From an optimization exercise on the open Yosys and OpenROAD flow, aimed at small area, a short achievable clock period and few clock cycles per item; shortcuts taken in it are not production practice.

job 103:
==> module fp32_round_pack, before the edit <==
module fp32_round_pack #(
  parameter int          K    = 21,
  parameter logic [31:0] QNAN = 32'h7FC0_0000
) (
  input  logic [47-K:0]     hia,
  input  logic [47-K:0]     hib,
  input  logic              cin,
  input  logic              tie0,
  input  logic              tie1,
  input  logic              sign,
  input  logic signed [9:0] exp,
  input  logic [1:0]        cls,     
  output logic [31:0]       result,
  output logic [2:0]        flags
);
  logic [47-K:0] y, z;
  logic          n;
  logic [22:0]   frac0, frac1;
  logic [34:0]   res0, res1;
  logic signed [9:0] exp1;
  logic          uf0, uf1, of0, of1;
  function automatic logic [34:0] pack(input logic s, input logic [1:0] c, input logic u,
                                       input logic o, input logic [7:0] e, input logic [22:0] f);
    unique case (c)
      2'd3:    pack = {3'b100, QNAN};
      2'd2:    pack = {3'b000, s, 8'hFF, 23'h0};
      2'd1:    pack = {3'b000, s, 31'h0};
      default: begin
        if (u)      pack = {3'b001, s, 31'h0};
        else if (o) pack = {3'b010, s, 8'hFF, 23'h0};
        else        pack = {3'b000, s, e, f};
      end
    endcase
  endfunction
  always_comb begin
    y = hia + hib + {{(47-K){1'b0}}, cin};
    z = hia + hib + {{(47-K){1'b0}}, cin} + ((48-K)'(1) << (22 - K));
    n = y[47-K];
    frac0 = y[45-K:23-K];
    frac0[0] = frac0[0] & ~tie0;
    frac1 = z[46-K:24-K];
    frac1[0] = frac1[0] & ~tie1;
    exp1 = exp + 10'sd1;
    uf0  = (exp  <= 10'sd0);
    uf1  = (exp1 <= 10'sd0);
    of0  = (exp  >= 10'sd255);
    of1  = (exp1 >= 10'sd255);
    res0 = pack(sign, cls, uf0, of0, exp[7:0], frac0);
    res1 = pack(sign, cls, uf1, of1, exp1[7:0], frac1);
    {flags, result} = n ? res1 : res0;
  end
endmodule
==> flow/config.mk <==
export PLATFORM = sky130hd
export DESIGN_NAME = fp32_mul_pipe
export DESIGN_NICKNAME = fp32_mul_pipe
export VERILOG_FILES = /design/flow/design.v
export SDC_FILE = /design/flow/constraint.sdc
export NUM_CORES = 4
export LEC_CHECK = 0
export ABC_AREA = 1
export CAP_MARGIN = 20
export CORE_MARGIN = 2
export CORE_UTILIZATION = 45
export SETUP_SLACK_MARGIN = 2.5
export SLEW_MARGIN = 20
export SYNTH_HIERARCHICAL = 1
export SYNTH_MINIMUM_KEEP_SIZE = 0
export TNS_END_PERCENT = 5
==> flow/constraint.sdc <==
create_clock -name core_clock -period 8.0 [get_ports {clk}]
set_input_delay 1.6000 -clock core_clock [delete_from_list [all_inputs] [get_ports {clk}]]
set_output_delay 1.6000 -clock core_clock [all_outputs]
set_load 0.01 [all_outputs]
standard.sh (not shown) runs the stock make flow with config.mk's settings and CLKGATE_MAP_FILE= SYNTH_SCRIPT=/design/flow/synth_recipe.tcl, a recipe that flattens the netlist after the stock synthesis.
==> flow/flow/run.sh <==
#!/bin/bash
# The standard layout, with the port buffers that global placement inserts made plain
# buffers (sky130_fd_sc_hd__buf_2) instead of the delay cell that buffer_ports picks.
set -euo pipefail
export BUFFER_PORTS_ARGS="-buffer_cell sky130_fd_sc_hd__buf_2"
bash standard.sh finish > standard_flow.log 2>&1
diff inputs: job 103 => job 104
diff --git a/flow/design.v b/flow/design.v
--- a/flow/design.v
+++ b/flow/design.v
@@ -36,41 +36,55 @@
   output logic [2:0]        flags
 );
   logic [47-K:0] y, z;
   logic          n;
-  logic [22:0]   frac0, frac1;
-  logic [34:0]   res0, res1;
+  logic [22:0]   frac0, frac1, frac;
   logic signed [9:0] exp1;
-  logic          uf0, uf1, of0, of1;
-  function automatic logic [34:0] pack(input logic s, input logic [1:0] c, input logic u,
-                                       input logic o, input logic [7:0] e, input logic [22:0] f);
-    unique case (c)
-      2'd3:    pack = {3'b100, QNAN};
-      2'd2:    pack = {3'b000, s, 8'hFF, 23'h0};
-      2'd1:    pack = {3'b000, s, 31'h0};
-      default: begin
-        if (u)      pack = {3'b001, s, 31'h0};
-        else if (o) pack = {3'b010, s, 8'hFF, 23'h0};
-        else        pack = {3'b000, s, e, f};
-      end
-    endcase
-  endfunction
+  logic          uf0, uf1, of0, of1, uf, of;
+  logic [7:0]    ebits;
   always_comb begin
     y = hia + hib + {{(47-K){1'b0}}, cin};
     z = hia + hib + {{(47-K){1'b0}}, cin} + ((48-K)'(1) << (22 - K));
     n = y[47-K];
     frac0 = y[45-K:23-K];
     frac0[0] = frac0[0] & ~tie0;
     frac1 = z[46-K:24-K];
     frac1[0] = frac1[0] & ~tie1;
+    frac = n ? frac1 : frac0;
     exp1 = exp + 10'sd1;
     uf0  = (exp  <= 10'sd0);
     uf1  = (exp1 <= 10'sd0);
     of0  = (exp  >= 10'sd255);
     of1  = (exp1 >= 10'sd255);
-    res0 = pack(sign, cls, uf0, of0, exp[7:0], frac0);
-    res1 = pack(sign, cls, uf1, of1, exp1[7:0], frac1);
-    {flags, result} = n ? res1 : res0;
+    uf   = n ? uf1 : uf0;
+    of   = n ? of1 : of0;
+    ebits = n ? exp1[7:0] : exp[7:0];
+    unique case (cls)
+      2'd3: begin
+        result = QNAN;
+        flags  = 3'b100;
+      end
+      2'd2: begin
+        result = {sign, 8'hFF, 23'h0};
+        flags  = 3'b000;
+      end
+      2'd1: begin
+        result = {sign, 31'h0};
+        flags  = 3'b000;
+      end
+      default: begin
+        if (uf) begin
+          result = {sign, 31'h0};
+          flags  = 3'b001;
+        end else if (of) begin
+          result = {sign, 8'hFF, 23'h0};
+          flags  = 3'b010;
+        end else begin
+          result = {sign, ebits, frac};
+          flags  = 3'b000;
+        end
+      end
+    endcase
   end
 endmodule
 module fp32_mul_pipe #(
   parameter logic [31:0] QNAN = fp32_pkg::QNAN
### Flow results
Changes observed in job 104 relative to job 103: count of unique library cells instantiated by Yosys dropped 3.6%; count of clock-buffer cells in the layout climbed 1; wire length dropped about 0.56%.
Against job 103, clock skew in job 104 came out better.
Compared with job 103, in job 104 first-pass GRT wire length moved up, area after detailed placement held steady.
Function was not checked in any run of this note: the RTL went through the layout flow alone.

[what the ideal ports hide]
No port has a modelled driver above. Below, the same layouts with a new extraction and two added sets of constraints.
Step 1 (the two cells are an assumption about what drives the block):
set clk [get_ports {clk}]
set_driving_cell -lib_cell sky130_fd_sc_hd__clkbuf_16 $clk
set_driving_cell -lib_cell sky130_fd_sc_hd__buf_2 [delete_from_list [all_inputs] $clk]
Step 2 moves the port delays by t, midway between the first and last clock arrival at a register: inputs arrive t later, outputs are due t later. That takes back most of the time a late clock gives input paths.
Three values: ideal ports, drivers, drivers and shift; two values: the first two.
run	t (ns)	setup WS [ns]	worst slew at a driven data input, ns
job 103	0.440	2.560 / 2.594 / 2.155	0.04
job 104	0.431	2.495 / 2.488 / 2.098	0.04
After both steps every run listed still meets setup and hold. For job 103, which loses most, drivers alone change the setup slack by +0.034 ns; drivers and shift together by -0.405 ns.
